From an optimization exercise on the open Yosys and OpenROAD flow, aimed at a short achievable clock period and few clock cycles per item; shortcuts taken in it are not production practice. RTL that was checked went through simulation tests only; none was proved equivalent to the original. Power figures rest on the tool's default switching activity, not on a simulated workload.

==> v1 <==
==> flow/design.v <==
package cache_pkg;
	localparam int WORDS_PER_LINE = 4;
	localparam int WORD_BITS      = 32;
	localparam int PROC_ADDR_BITS = 30;
	localparam int MEM_ADDR_BITS  = 28;
	typedef logic [31:0] word_t;
	typedef logic [WORDS_PER_LINE*WORD_BITS-1:0] line_t;
	typedef logic [29:0] proc_addr_t;    
	typedef logic [27:0] mem_addr_t;     
	typedef struct packed {
		logic       read;
		logic       write;
		proc_addr_t addr;
		word_t      wdata;
	} proc_req_t;
	typedef struct packed {
		logic      read;
		logic      write;
		mem_addr_t addr;
		line_t     wdata;     
	} mem_req_t;
	typedef enum logic [1:0] {
		ST_READY     = 2'd0,
		ST_WRITEBACK = 2'd1,
		ST_FILL      = 2'd2
	} cache_state_e;
endpackage
`timescale 1ns/1ps
module wb_cache (
	input  logic         clk,
	input  logic         rst_n,
	input  logic         proc_read,
	input  logic         proc_write,
	input  logic [29:0]  proc_addr,
	input  logic [31:0]  proc_wdata,
	output logic [31:0]  proc_rdata,
	output logic         proc_stall,
	output logic         mem_read,
	output logic         mem_write,
	output logic [27:0]  mem_addr,
	output logic [127:0] mem_wdata,
	input  logic [127:0] mem_rdata,
	input  logic         mem_ready
);
	logic [25:0]  tag_q  [8];
	logic [127:0] data_q [8];
	logic [7:0]   valid_q;
	logic [7:0]   dirty_q;
	logic [3:0]   lru_q;       
	logic        done_q;       
	logic        stall_q;      
	logic        wb_q;         
	logic        fill_q;       
	logic        idle;
	logic [2:0]  line_q;       
	logic [1:0]  word_q;
	logic [31:0]  rdata_q;
	logic         mem_read_q;
	logic         mem_write_q;
	logic [27:0]  mem_addr_q;
	logic [127:0] mem_wdata_q;
	assign idle = !(done_q | wb_q | fill_q);
	logic        req;
	logic [1:0]  set;
	logic [25:0] tag;
	logic [7:0]  match;
	logic [1:0]  way_hit;
	logic        hit;
	assign req = proc_read | proc_write;
	assign set = proc_addr[3:2];
	assign tag = proc_addr[29:4];
	always_comb begin
		for (int i = 0; i < 8; i++) begin
			match[i] = valid_q[i] && (tag_q[i] == tag);
		end
		way_hit[0] = match[{set, 1'b0}];
		way_hit[1] = match[{set, 1'b1}];
	end
	assign hit = |way_hit;
	logic [3:0]   vway_s;
	logic [3:0]   vdirty_s;
	logic [25:0]  vtag_s  [4];
	logic [127:0] vline_s [4];
	always_comb begin
		for (int s = 0; s < 4; s++) begin
			if (!valid_q[2*s])          vway_s[s] = 1'b0;
			else if (!valid_q[2*s + 1]) vway_s[s] = 1'b1;
			else                        vway_s[s] = lru_q[s];
			vdirty_s[s] = dirty_q[2*s + vway_s[s]];
			vtag_s[s]   = tag_q[2*s + vway_s[s]];
			vline_s[s]  = data_q[2*s + vway_s[s]];
		end
	end
	logic         vway;
	logic         vdirty;
	assign vway   = vway_s[set];
	assign vdirty = vdirty_s[set];
	logic [31:0] word0, word1;
	assign word0 = data_q[{set, 1'b0}][proc_addr[1:0]*32 +: 32];
	assign word1 = data_q[{set, 1'b1}][proc_addr[1:0]*32 +: 32];
	logic done_d, wb_d, fill_d;
	always_comb begin
		done_d = 1'b0;
		wb_d   = wb_q;
		fill_d = fill_q;
		if (idle) begin
			done_d = req & hit;
			wb_d   = req & !hit & vdirty;
			fill_d = req & !hit & !vdirty;
		end else if (wb_q) begin
			if (mem_ready) begin
				wb_d   = 1'b0;
				fill_d = 1'b1;
			end
		end else if (fill_q) begin
			if (mem_ready) begin
				fill_d = 1'b0;
				done_d = 1'b1;
			end
		end
	end
	always_ff @(posedge clk or negedge rst_n) begin
		if (!rst_n) begin
			done_q <= 1'b0;
			wb_q   <= 1'b0;
			fill_q <= 1'b0;
		end else begin
			done_q <= done_d;
			wb_q   <= wb_d;
			fill_q <= fill_d;
		end
	end
	always_ff @(posedge clk) begin
		stall_q     <= !done_d;
		mem_write_q <= wb_d;
		mem_read_q  <= fill_d;
	end
	logic wb_addr;
	assign wb_addr = idle ? vdirty : (wb_q & !mem_ready);
	always_ff @(posedge clk) begin
		if (idle) begin
			line_q <= {set, hit ? way_hit[1] : vway};
			word_q <= proc_addr[1:0];
		end
		rdata_q     <= fill_q ? mem_rdata[word_q*32 +: 32] : (way_hit[1] ? word1 : word0);
		mem_addr_q  <= wb_addr ? {vtag_s[set], set} : proc_addr[29:2];
		mem_wdata_q <= vline_s[set];
	end
	always_ff @(posedge clk or negedge rst_n) begin
		if (!rst_n) begin
			valid_q <= '0;
			dirty_q <= '0;
			lru_q   <= '0;
		end else begin
			if (fill_q && mem_ready) begin
				valid_q[line_q] <= 1'b1;
				dirty_q[line_q] <= 1'b0;
			end
			if (done_q) begin
				lru_q[line_q[2:1]] <= ~line_q[0];
				if (proc_write) begin
					dirty_q[line_q] <= 1'b1;
				end
			end
		end
	end
	always_ff @(posedge clk) begin
		if (fill_q && mem_ready) begin
			tag_q[line_q] <= proc_addr[29:4];
		end
		for (int i = 0; i < 8; i++) begin
			for (int k = 0; k < 4; k++) begin
				if (fill_q && mem_ready && line_q == 3'(i)) begin
					data_q[i][k*32 +: 32] <= mem_rdata[k*32 +: 32];
				end else if (done_q && proc_write && line_q == 3'(i) && word_q == 2'(k)) begin
					data_q[i][k*32 +: 32] <= proc_wdata;
				end
			end
		end
	end
	assign proc_rdata = rdata_q;
	assign proc_stall = stall_q;
	assign mem_read   = mem_read_q;
	assign mem_write  = mem_write_q;
	assign mem_addr   = mem_addr_q;
	assign mem_wdata  = mem_wdata_q;
endmodule
==> flow/flow/run.sh <==
#!/bin/bash
set -euo pipefail
bash standard.sh SETUP_SLACK_MARGIN=5.5 finish > flow_make.log 2>&1
==> flow/standard.sh <==
#!/bin/bash
# synth_recipe.tcl (not shown) runs the flow's synth.tcl, then flattens the netlist and writes it again
# the make line also repeats each setting of config.mk as NAME=value (left out here)
make -C /OpenROAD-flow-scripts/flow DESIGN_CONFIG=/design/flow/config.mk WORK_HOME=/design/flow/orfs CLKGATE_MAP_FILE= SYNTH_SCRIPT=/design/flow/synth_recipe.tcl "${@:-finish}"
==> flow/config.mk <==
export PLATFORM = sky130hd
export DESIGN_NAME = wb_cache
export DESIGN_NICKNAME = wb_cache
export VERILOG_FILES = /design/flow/design.v
export SDC_FILE = /design/flow/constraint.sdc
export NUM_CORES = 4
export LEC_CHECK = 0
export ABC_AREA = 0
export ABC_CLOCK_PERIOD_IN_PS = 2500
export CAP_MARGIN = 20
export CORE_MARGIN = 2
export CORE_UTILIZATION = 50
export GPL_TIMING_DRIVEN = 1
export SETUP_SLACK_MARGIN = 5
export SLEW_MARGIN = 20
export TNS_END_PERCENT = 100
==> flow/constraint.sdc <==
create_clock -name core_clock -period 8.0 [get_ports {clk}]
set_input_delay 1.6000 -clock core_clock [delete_from_list [all_inputs] [get_ports {clk}]]
set_output_delay 1.6000 -clock core_clock [all_outputs]
set_load 0.01 [all_outputs]
==> v8: changes against v1 <==
--- a/flow/design.v
+++ b/flow/design.v
@@ -96,7 +96,14 @@
 	assign vway   = vway_s[set];
 	assign vdirty = vdirty_s[set];
-	logic [31:0] word0, word1;
-	assign word0 = data_q[{set, 1'b0}][proc_addr[1:0]*32 +: 32];
-	assign word1 = data_q[{set, 1'b1}][proc_addr[1:0]*32 +: 32];
+	logic [31:0] set_word [4];
+	logic [31:0] hit_word;
+	always_comb begin
+		hit_word = '0;
+		for (int s = 0; s < 4; s++) begin
+			set_word[s] = match[2*s] ? data_q[2*s][proc_addr[1:0]*32 +: 32]
+			                         : data_q[2*s + 1][proc_addr[1:0]*32 +: 32];
+			if (set == 2'(s)) hit_word = set_word[s];
+		end
+	end
 	logic done_d, wb_d, fill_d;
 	always_comb begin
@@ -143,5 +150,5 @@
 			word_q <= proc_addr[1:0];
 		end
-		rdata_q     <= fill_q ? mem_rdata[word_q*32 +: 32] : (way_hit[1] ? word1 : word0);
+		rdata_q     <= fill_q ? mem_rdata[word_q*32 +: 32] : hit_word;
 		mem_addr_q  <= wb_addr ? {vtag_s[set], set} : proc_addr[29:2];
 		mem_wdata_q <= vline_s[set];
@@ -167,5 +174,5 @@
 	always_ff @(posedge clk) begin
 		if (fill_q && mem_ready) begin
-			tag_q[line_q] <= proc_addr[29:4];
+			tag_q[line_q] <= mem_addr_q[27:2];
 		end
 		for (int i = 0; i < 8; i++) begin
==> flow/flow/run.sh (replaced) <==
#!/bin/bash
set -euo pipefail
bash standard.sh SETUP_SLACK_MARGIN=5.3 finish > flow_make.log 2>&1
==> v19: changes against v1 <==
==> flow/design.v, changed modules only <==
module wb_cache (
	input  logic         clk,
	input  logic         rst_n,
	input  logic         proc_read,
	input  logic         proc_write,
	input  logic [29:0]  proc_addr,
	input  logic [31:0]  proc_wdata,
	output logic [31:0]  proc_rdata,
	output logic         proc_stall,
	output logic         mem_read,
	output logic         mem_write,
	output logic [27:0]  mem_addr,
	output logic [127:0] mem_wdata,
	input  logic [127:0] mem_rdata,
	input  logic         mem_ready
);
	logic [25:0]  tag_q  [8];
	logic [127:0] data_q [8];
	logic [7:0]   valid_q;
	logic [7:0]   dirty_q;
	logic [3:0]   lru_q;       
	logic        done_q;       
	logic        wb_q;         
	logic        fill_q;       
	logic        idle;
	logic [2:0]  line_q;       
	logic [1:0]  word_q;
	logic [31:0]  rdata_q;
	logic         mem_read_q;
	logic         mem_write_q;
	logic [27:0]  mem_addr_q;
	logic [127:0] mem_wdata_q;
	assign idle = !(done_q | wb_q | fill_q);
	logic        req;
	logic [1:0]  set;
	logic [25:0] tag;
	logic [7:0]  match;
	logic [1:0]  way_hit;
	logic        hit;
	assign req = proc_read | proc_write;
	assign set = proc_addr[3:2];
	assign tag = proc_addr[29:4];
	always_comb begin
		for (int i = 0; i < 8; i++) begin
			match[i] = valid_q[i] && (tag_q[i] == tag);
		end
		way_hit[0] = match[{set, 1'b0}];
		way_hit[1] = match[{set, 1'b1}];
	end
	assign hit = |way_hit;
	logic [3:0]   vway_s;
	logic [3:0]   vdirty_s;
	logic [25:0]  vtag_s  [4];
	logic [127:0] vline_s [4];
	always_comb begin
		for (int s = 0; s < 4; s++) begin
			if (!valid_q[2*s])          vway_s[s] = 1'b0;
			else if (!valid_q[2*s + 1]) vway_s[s] = 1'b1;
			else                        vway_s[s] = lru_q[s];
			vdirty_s[s] = dirty_q[2*s + vway_s[s]];
			vtag_s[s]   = tag_q[2*s + vway_s[s]];
			vline_s[s]  = data_q[2*s + vway_s[s]];
		end
	end
	logic         vway;
	logic         vdirty;
	assign vway   = vway_s[set];
	assign vdirty = vdirty_s[set];
	logic [31:0] word0, word1;
	assign word0 = data_q[{set, 1'b0}][proc_addr[1:0]*32 +: 32];
	assign word1 = data_q[{set, 1'b1}][proc_addr[1:0]*32 +: 32];
	always_ff @(posedge clk or negedge rst_n) begin
		if (!rst_n) begin
			done_q      <= 1'b0;
			wb_q        <= 1'b0;
			fill_q      <= 1'b0;
			mem_read_q  <= 1'b0;
			mem_write_q <= 1'b0;
		end else begin
			if (idle) begin
				done_q      <= req & hit;
				wb_q        <= req & !hit & vdirty;
				fill_q      <= req & !hit & !vdirty;
				mem_write_q <= req & !hit & vdirty;
				mem_read_q  <= req & !hit & !vdirty;
			end else if (wb_q) begin
				if (mem_ready) begin
					wb_q        <= 1'b0;
					fill_q      <= 1'b1;
					mem_write_q <= 1'b0;
					mem_read_q  <= 1'b1;
				end
			end else if (fill_q) begin
				if (mem_ready) begin
					fill_q     <= 1'b0;
					done_q     <= 1'b1;
					mem_read_q <= 1'b0;
				end
			end else begin
				done_q <= 1'b0;
			end
		end
	end
	logic wb_addr;
	assign wb_addr = idle ? vdirty : (wb_q & !mem_ready);
	always_ff @(posedge clk) begin
		if (idle) begin
			line_q <= {set, hit ? way_hit[1] : vway};
			word_q <= proc_addr[1:0];
		end
		rdata_q     <= fill_q ? mem_rdata[word_q*32 +: 32] : (way_hit[1] ? word1 : word0);
		mem_addr_q  <= wb_addr ? {vtag_s[set], set} : proc_addr[29:2];
		mem_wdata_q <= vline_s[set];
	end
	always_ff @(posedge clk or negedge rst_n) begin
		if (!rst_n) begin
			valid_q <= '0;
			dirty_q <= '0;
			lru_q   <= '0;
		end else begin
			if (fill_q && mem_ready) begin
				valid_q[line_q] <= 1'b1;
				dirty_q[line_q] <= 1'b0;
			end
			if (done_q) begin
				lru_q[line_q[2:1]] <= ~line_q[0];
				if (proc_write) begin
					dirty_q[line_q] <= 1'b1;
				end
			end
		end
	end
	always_ff @(posedge clk) begin
		if (fill_q && mem_ready) begin
			tag_q[line_q] <= proc_addr[29:4];
		end
		for (int i = 0; i < 8; i++) begin
			for (int k = 0; k < 4; k++) begin
				if (fill_q && mem_ready && line_q == 3'(i)) begin
					data_q[i][k*32 +: 32] <= mem_rdata[k*32 +: 32];
				end else if (done_q && proc_write && line_q == 3'(i) && word_q == 2'(k)) begin
					data_q[i][k*32 +: 32] <= proc_wdata;
				end
			end
		end
	end
	assign proc_rdata = rdata_q;
	assign proc_stall = !done_q;
	assign mem_read   = mem_read_q;
	assign mem_write  = mem_write_q;
	assign mem_addr   = mem_addr_q;
	assign mem_wdata  = mem_wdata_q;
endmodule
==> flow/run.sh (new file) <==
#!/bin/bash
# synth_recipe.tcl (not shown) runs the flow's synth.tcl, then flattens the netlist and writes it again
# the make line also repeats each setting of config.mk as NAME=value (left out here)
make -C /OpenROAD-flow-scripts/flow DESIGN_CONFIG=/design/flow/config.mk WORK_HOME=/design/flow/orfs CLKGATE_MAP_FILE= SYNTH_SCRIPT=/design/flow/synth_recipe.tcl finish
removed: flow/flow/run.sh
removed: flow/standard.sh
==> summary of the runs <==
- Utilization, lowest first: v19, v1, v8.
- Non-clock buffer count, lowest first: v19, v1, v8.
- v1 finished clean. v19 produced a clean layout. v8 went through all stages and came out clean.
- Sequential share of layout area, highest first: v19, v1, v8.
- The highest via count belongs to v8, the lowest to v19.
- Cell count: v8 > v19 > v1.
- The lowest worst setup slack belongs to v8, the highest to v19.
==> figures <==
item	v8	v1	v19
Result of the run	timing/DRC/antenna clean	timing/DRC/antenna clean	timing/DRC/antenna clean
Total standard cell area after synthesis	74,370 um^2	74,540 um^2	74,990 um^2
Yosys Warn Count	5	4	4
Number of tapcells	1,930	1,930	2,016
Xor/xnor cell area share of the yosys netlist	2.450%	2.550%	2.429%
Layout buffering overhead excluding clock cells	11.02%	10.02%	8.313%
Combinational share of power	34.2%	32.8%	31.2%
Worst rel slew slack	7.641%	38.62%	19.64%
N_diodes	29	9	27
Final core utilization	63.14%	62.57%	59.81%
Post-synthesis async set-or-reset flop share	1.585%	1.585%	1.724%
Net Sw Power	10.44 mW	9.016 mW	8.904 mW
Overall die area	151,800 um^2	152,200 um^2	153,100 um^2
Testbench counts of v1, summed over its fixed seeds: cycles 135,775, items 24,000.
Testbench counts of v8, summed over its fixed seeds: cycles 135,775, items 24,000.
Testbench counts of v19, summed over its fixed seeds: cycles 135,775, items 24,000.


==> inputs of build 72 <==
wb_cache, a different RTL version from the one above (not shown whole).
// wb_cache
module wb_cache (
	input  logic         clk,
	input  logic         rst_n,
	input  logic         proc_read,
	input  logic         proc_write,
	input  logic [29:0]  proc_addr,
	input  logic [31:0]  proc_wdata,
	output logic [31:0]  proc_rdata,
	output logic         proc_stall,
	output logic         mem_read,
	output logic         mem_write,
	output logic [27:0]  mem_addr,
	output logic [127:0] mem_wdata,
	input  logic [127:0] mem_rdata,
	input  logic         mem_ready
);
==> module wb_cache, before the edit <==
module wb_cache (
	input  logic         clk,
	input  logic         rst_n,
	input  logic         proc_read,
	input  logic         proc_write,
	input  logic [29:0]  proc_addr,
	input  logic [31:0]  proc_wdata,
	output logic [31:0]  proc_rdata,
	output logic         proc_stall,
	output logic         mem_read,
	output logic         mem_write,
	output logic [27:0]  mem_addr,
	output logic [127:0] mem_wdata,
	input  logic [127:0] mem_rdata,
	input  logic         mem_ready
);
	logic [25:0]  tag_q  [8];
	logic [127:0] data_q [8];
	logic [7:0]   valid_q;
	logic [7:0]   dirty_q;
	logic [3:0]   lru_q;       
	logic        done_q;       
	logic        stall_q;      
	logic        wb_q;         
	logic        fill_q;       
	logic        idle;
	logic [2:0]  line_q;       
	logic [1:0]  word_q;
	logic [31:0]  rdata_q;
	logic         mem_read_q;
	logic         mem_write_q;
	logic [27:0]  mem_addr_q;
	logic [127:0] mem_wdata_q;
	assign idle = !(done_q | wb_q | fill_q);
	logic        req;
	logic [1:0]  set;
	logic [25:0] tag;
	logic [7:0]  match;
	logic [1:0]  way_hit;
	logic        hit;
	assign req = proc_read | proc_write;
	assign set = proc_addr[3:2];
	assign tag = proc_addr[29:4];
	always_comb begin
		for (int i = 0; i < 8; i++) begin
			match[i] = valid_q[i] && (tag_q[i] == tag);
		end
		way_hit[0] = match[{set, 1'b0}];
		way_hit[1] = match[{set, 1'b1}];
	end
	assign hit = |way_hit;
	logic [3:0]   vway_s;
	logic [3:0]   vdirty_s;
	logic [25:0]  vtag_s  [4];
	logic [127:0] vline_s [4];
	always_comb begin
		for (int s = 0; s < 4; s++) begin
			if (!valid_q[2*s])          vway_s[s] = 1'b0;
			else if (!valid_q[2*s + 1]) vway_s[s] = 1'b1;
			else                        vway_s[s] = lru_q[s];
			vdirty_s[s] = dirty_q[2*s + vway_s[s]];
			vtag_s[s]   = tag_q[2*s + vway_s[s]];
			vline_s[s]  = data_q[2*s + vway_s[s]];
		end
	end
	logic         vway;
	logic         vdirty;
	assign vway   = vway_s[set];
	assign vdirty = vdirty_s[set];
	logic [31:0] word0, word1;
	assign word0 = data_q[{set, 1'b0}][proc_addr[1:0]*32 +: 32];
	assign word1 = data_q[{set, 1'b1}][proc_addr[1:0]*32 +: 32];
	always_ff @(posedge clk or negedge rst_n) begin
		if (!rst_n) begin
			done_q      <= 1'b0;
			stall_q     <= 1'b1;
			wb_q        <= 1'b0;
			fill_q      <= 1'b0;
			mem_read_q  <= 1'b0;
			mem_write_q <= 1'b0;
		end else begin
			if (idle) begin
				done_q      <= req & hit;
				stall_q     <= !(req & hit);
				wb_q        <= req & !hit & vdirty;
				fill_q      <= req & !hit & !vdirty;
				mem_write_q <= req & !hit & vdirty;
				mem_read_q  <= req & !hit & !vdirty;
			end else if (wb_q) begin
				if (mem_ready) begin
					wb_q        <= 1'b0;
					fill_q      <= 1'b1;
					mem_write_q <= 1'b0;
					mem_read_q  <= 1'b1;
				end
			end else if (fill_q) begin
				if (mem_ready) begin
					fill_q     <= 1'b0;
					done_q     <= 1'b1;
					stall_q    <= 1'b0;
					mem_read_q <= 1'b0;
				end
			end else begin
				done_q  <= 1'b0;
				stall_q <= 1'b1;
			end
		end
	end
	logic wb_addr;
	assign wb_addr = idle ? vdirty : (wb_q & !mem_ready);
	always_ff @(posedge clk) begin
		if (idle) begin
			line_q <= {set, hit ? way_hit[1] : vway};
			word_q <= proc_addr[1:0];
		end
		rdata_q     <= fill_q ? mem_rdata[word_q*32 +: 32] : (way_hit[1] ? word1 : word0);
		mem_addr_q  <= wb_addr ? {vtag_s[set], set} : proc_addr[29:2];
		mem_wdata_q <= vline_s[set];
	end
	always_ff @(posedge clk or negedge rst_n) begin
		if (!rst_n) begin
			valid_q <= '0;
			dirty_q <= '0;
			lru_q   <= '0;
		end else begin
			if (fill_q && mem_ready) begin
				valid_q[line_q] <= 1'b1;
				dirty_q[line_q] <= 1'b0;
			end
			if (done_q) begin
				lru_q[line_q[2:1]] <= ~line_q[0];
				if (proc_write) begin
					dirty_q[line_q] <= 1'b1;
				end
			end
		end
	end
	always_ff @(posedge clk) begin
		if (fill_q && mem_ready) begin
			tag_q[line_q] <= proc_addr[29:4];
		end
		for (int i = 0; i < 8; i++) begin
			for (int k = 0; k < 4; k++) begin
				if (fill_q && mem_ready && line_q == 3'(i)) begin
					data_q[i][k*32 +: 32] <= mem_rdata[k*32 +: 32];
				end else if (done_q && proc_write && line_q == 3'(i) && word_q == 2'(k)) begin
					data_q[i][k*32 +: 32] <= proc_wdata;
				end
			end
		end
	end
	assign proc_rdata = rdata_q;
	assign proc_stall = stall_q;
	assign mem_read   = mem_read_q;
	assign mem_write  = mem_write_q;
	assign mem_addr   = mem_addr_q;
	assign mem_wdata  = mem_wdata_q;
endmodule
Settings: LEC_CHECK=0, ABC_AREA=0, ABC_CLOCK_PERIOD_IN_PS=2500, CAP_MARGIN=20, CORE_MARGIN=2, CORE_UTILIZATION=50, GPL_TIMING_DRIVEN=1, SETUP_SLACK_MARGIN=5, SLEW_MARGIN=20, TNS_END_PERCENT=100; clock period 8.0 ns.
standard.sh (not shown) runs the stock make flow with config.mk's settings and CLKGATE_MAP_FILE= SYNTH_SCRIPT=/design/flow/synth_recipe.tcl, a recipe that flattens the netlist after the stock synthesis.
==> flow/flow/run.sh <==
#!/bin/bash
set -euo pipefail
bash standard.sh SETUP_SLACK_MARGIN=5.3 finish > flow_make.log 2>&1
==> trial 3 (differences from build 72) <==
--- a/flow/design.v
+++ b/flow/design.v
@@ -97,40 +97,48 @@
 	assign vdirty = vdirty_s[set];
-	logic [31:0] word0, word1;
-	assign word0 = data_q[{set, 1'b0}][proc_addr[1:0]*32 +: 32];
-	assign word1 = data_q[{set, 1'b1}][proc_addr[1:0]*32 +: 32];
+	logic [31:0] set_word [4];
+	logic [31:0] hit_word;
+	always_comb begin
+		hit_word = '0;
+		for (int s = 0; s < 4; s++) begin
+			set_word[s] = match[2*s] ? data_q[2*s][proc_addr[1:0]*32 +: 32]
+			                         : data_q[2*s + 1][proc_addr[1:0]*32 +: 32];
+			if (set == 2'(s)) hit_word = set_word[s];
+		end
+	end
+	logic done_d, wb_d, fill_d;
+	always_comb begin
+		done_d = 1'b0;
+		wb_d   = wb_q;
+		fill_d = fill_q;
+		if (idle) begin
+			done_d = req & hit;
+			wb_d   = req & !hit & vdirty;
+			fill_d = req & !hit & !vdirty;
+		end else if (wb_q) begin
+			if (mem_ready) begin
+				wb_d   = 1'b0;
+				fill_d = 1'b1;
+			end
+		end else if (fill_q) begin
+			if (mem_ready) begin
+				fill_d = 1'b0;
+				done_d = 1'b1;
+			end
+		end
+	end
 	always_ff @(posedge clk or negedge rst_n) begin
 		if (!rst_n) begin
-			done_q      <= 1'b0;
-			stall_q     <= 1'b1;
-			wb_q        <= 1'b0;
-			fill_q      <= 1'b0;
-			mem_read_q  <= 1'b0;
-			mem_write_q <= 1'b0;
+			done_q <= 1'b0;
+			wb_q   <= 1'b0;
+			fill_q <= 1'b0;
 		end else begin
-			if (idle) begin
-				done_q      <= req & hit;
-				stall_q     <= !(req & hit);
-				wb_q        <= req & !hit & vdirty;
-				fill_q      <= req & !hit & !vdirty;
-				mem_write_q <= req & !hit & vdirty;
-				mem_read_q  <= req & !hit & !vdirty;
-			end else if (wb_q) begin
-				if (mem_ready) begin
-					wb_q        <= 1'b0;
-					fill_q      <= 1'b1;
-					mem_write_q <= 1'b0;
-					mem_read_q  <= 1'b1;
-				end
-			end else if (fill_q) begin
-				if (mem_ready) begin
-					fill_q     <= 1'b0;
-					done_q     <= 1'b1;
-					stall_q    <= 1'b0;
-					mem_read_q <= 1'b0;
-				end
-			end else begin
-				done_q  <= 1'b0;
-				stall_q <= 1'b1;
-			end
+			done_q <= done_d;
+			wb_q   <= wb_d;
+			fill_q <= fill_d;
 		end
+	end
+	always_ff @(posedge clk) begin
+		stall_q     <= !done_d;
+		mem_write_q <= wb_d;
+		mem_read_q  <= fill_d;
 	end
@@ -143,3 +151,3 @@
 		end
-		rdata_q     <= fill_q ? mem_rdata[word_q*32 +: 32] : (way_hit[1] ? word1 : word0);
+		rdata_q     <= fill_q ? mem_rdata[word_q*32 +: 32] : hit_word;
 		mem_addr_q  <= wb_addr ? {vtag_s[set], set} : proc_addr[29:2];
==> flow/flow/run.sh (replaced) <==
#!/bin/bash
set -euo pipefail
bash standard.sh SETUP_SLACK_MARGIN=5.5 finish > flow_make.log 2>&1
- CORE_UTILIZATION: 50 -> 40
==> build 41 (differences from build 72) <==
--- a/flow/design.v
+++ b/flow/design.v
@@ -50,3 +50,2 @@
 	logic        done_q;       
-	logic        stall_q;      
 	logic        wb_q;         
@@ -103,3 +102,2 @@
 			done_q      <= 1'b0;
-			stall_q     <= 1'b1;
 			wb_q        <= 1'b0;
@@ -111,3 +109,2 @@
 				done_q      <= req & hit;
-				stall_q     <= !(req & hit);
 				wb_q        <= req & !hit & vdirty;
@@ -127,3 +124,2 @@
 					done_q     <= 1'b1;
-					stall_q    <= 1'b0;
 					mem_read_q <= 1'b0;
@@ -131,4 +127,3 @@
 			end else begin
-				done_q  <= 1'b0;
-				stall_q <= 1'b1;
+				done_q <= 1'b0;
 			end
@@ -136,12 +131,16 @@
 	end
-	logic wb_addr;
-	assign wb_addr = idle ? vdirty : (wb_q & !mem_ready);
 	always_ff @(posedge clk) begin
 		if (idle) begin
-			line_q <= {set, hit ? way_hit[1] : vway};
-			word_q <= proc_addr[1:0];
+			line_q      <= {set, hit ? way_hit[1] : vway};
+			word_q      <= proc_addr[1:0];
+			rdata_q     <= way_hit[1] ? word1 : word0;
+			mem_addr_q  <= vdirty ? {vtag_s[set], set} : proc_addr[29:2];
+			mem_wdata_q <= vline_s[set];
 		end
-		rdata_q     <= fill_q ? mem_rdata[word_q*32 +: 32] : (way_hit[1] ? word1 : word0);
-		mem_addr_q  <= wb_addr ? {vtag_s[set], set} : proc_addr[29:2];
-		mem_wdata_q <= vline_s[set];
+		if (wb_q && mem_ready) begin
+			mem_addr_q <= proc_addr[29:2];
+		end
+		if (fill_q) begin
+			rdata_q <= mem_rdata[word_q*32 +: 32];
+		end
 	end
@@ -180,3 +179,3 @@
 	assign proc_rdata = rdata_q;
-	assign proc_stall = stall_q;
+	assign proc_stall = !done_q;
 	assign mem_read   = mem_read_q;
==> flow/run.sh (new file) <==
#!/bin/bash
# synth_recipe.tcl (not shown) runs the flow's synth.tcl, then flattens the netlist and writes it again
# the make line also repeats each setting of config.mk as NAME=value (left out here)
make -C /OpenROAD-flow-scripts/flow DESIGN_CONFIG=/design/flow/config.mk WORK_HOME=/design/flow/orfs CLKGATE_MAP_FILE= SYNTH_SCRIPT=/design/flow/synth_recipe.tcl finish
removed: flow/flow/run.sh
removed: flow/standard.sh
==> results.yml <==
outcome:
  status: "timing/DRC/antenna clean"
layout:
  final_cells: 11079
  antenna_cells: 24
power_and_ir_drop:
  pg_clk_uw: 7760
sta:
  worst_pin_slew_ps: 1360
setup_path:
  path_cells: "buf_12 -> xnor2_4 -> nand4_1 -> nor4_4 -> and3_4 -> buf_12 -> mux4_2 -> mux2i_4 -> o22ai_1 -> o22a_1"
detailed_routing:
  vias_per_cell: 6.51
  met3WireLength_um: 68900
synth:
  synth_top_family_by_area: "simple AND/OR/NAND/NOR gates"
global_routing:
  grtUsageTotal_pct: 38.4
Source of the figures above: trial 3

==> results.yml <==
outcome:
  status: "timing/DRC/antenna clean"
layout:
  final_cells: 8820
  antenna_cells: 19
synth:
  muxShareOfSynthArea_pct: 20.0
  synth_top_family_by_area: "multiplexers"
power_and_ir_drop:
  pg_clk_uw: 7420
  p_seq_share_pct: 39.7
detailed_routing:
  met3WireLength_um: 49600
sta:
  fmax_mhz: 299
Source of the figures above: build 41

==> results.yml <==
layout:
  final_cells: 9099
  antenna_cells: 14
power_and_ir_drop:
  pg_clk_uw: 7600
sta:
  worst_pin_slew_ps: 1220
synth:
  synth_top_family_by_area: "multiplexers"
detailed_routing:
  vias_per_cell: 6.83
  met3WireLength_um: 54300
outcome:
  status: "timing/DRC/antenna clean"
Source of the figures above: build 72

Testbench counts of build 72, summed over its fixed seeds: cycles 135,775, items 24,000.
Testbench counts of trial 3, summed over its fixed seeds: cycles 135,775, items 24,000.
No functional check of the RTL was part of build 41.

separate check: timing with driven ports:
No port has a modelled driver above. Below, the same layouts with a new extraction and two added sets of constraints.
Step 1 sets driving cells, clkbuf_16 on the clock port and buf_2 on the other inputs (assumed; they add their load-dependent delay and slew).
Step 2 moves the port delays by t, midway between the first and last clock arrival at a register: inputs arrive t later, outputs are due t later. That takes back most of the time a late clock gives input paths.
Slacks: no drivers / after step 1 / after step 2; pairs: no drivers / after step 1.
run | t (ns) | setup slack, ns | hold WS [ns]
v1 | 0.901 | 4.709 / 4.631 / 3.731 | 0.496 / 0.496 / 0.496
v8 | 0.909 | 4.444 / 4.429 / 3.521 | 0.464 / 0.464 / 0.464
v19 | 0.897 | 4.799 / 4.584 / 3.686 | 0.492 / 0.492 / 0.492
build 72 | 0.908 | 4.921 / 4.828 / 4.026 | 0.496 / 0.496 / 0.496
trial 3 | 0.948 | 4.469 / 4.472 / 3.524 | 0.489 / 0.489 / 0.489
build 41 | 0.913 | 4.656 / 4.628 / 3.716 | 0.503 / 0.503 / 0.503
After both steps setup and hold are still met in every run listed. The setup slack of v19, which loses most, moves by -0.215 ns with the drivers and by -1.113 ns with both steps.
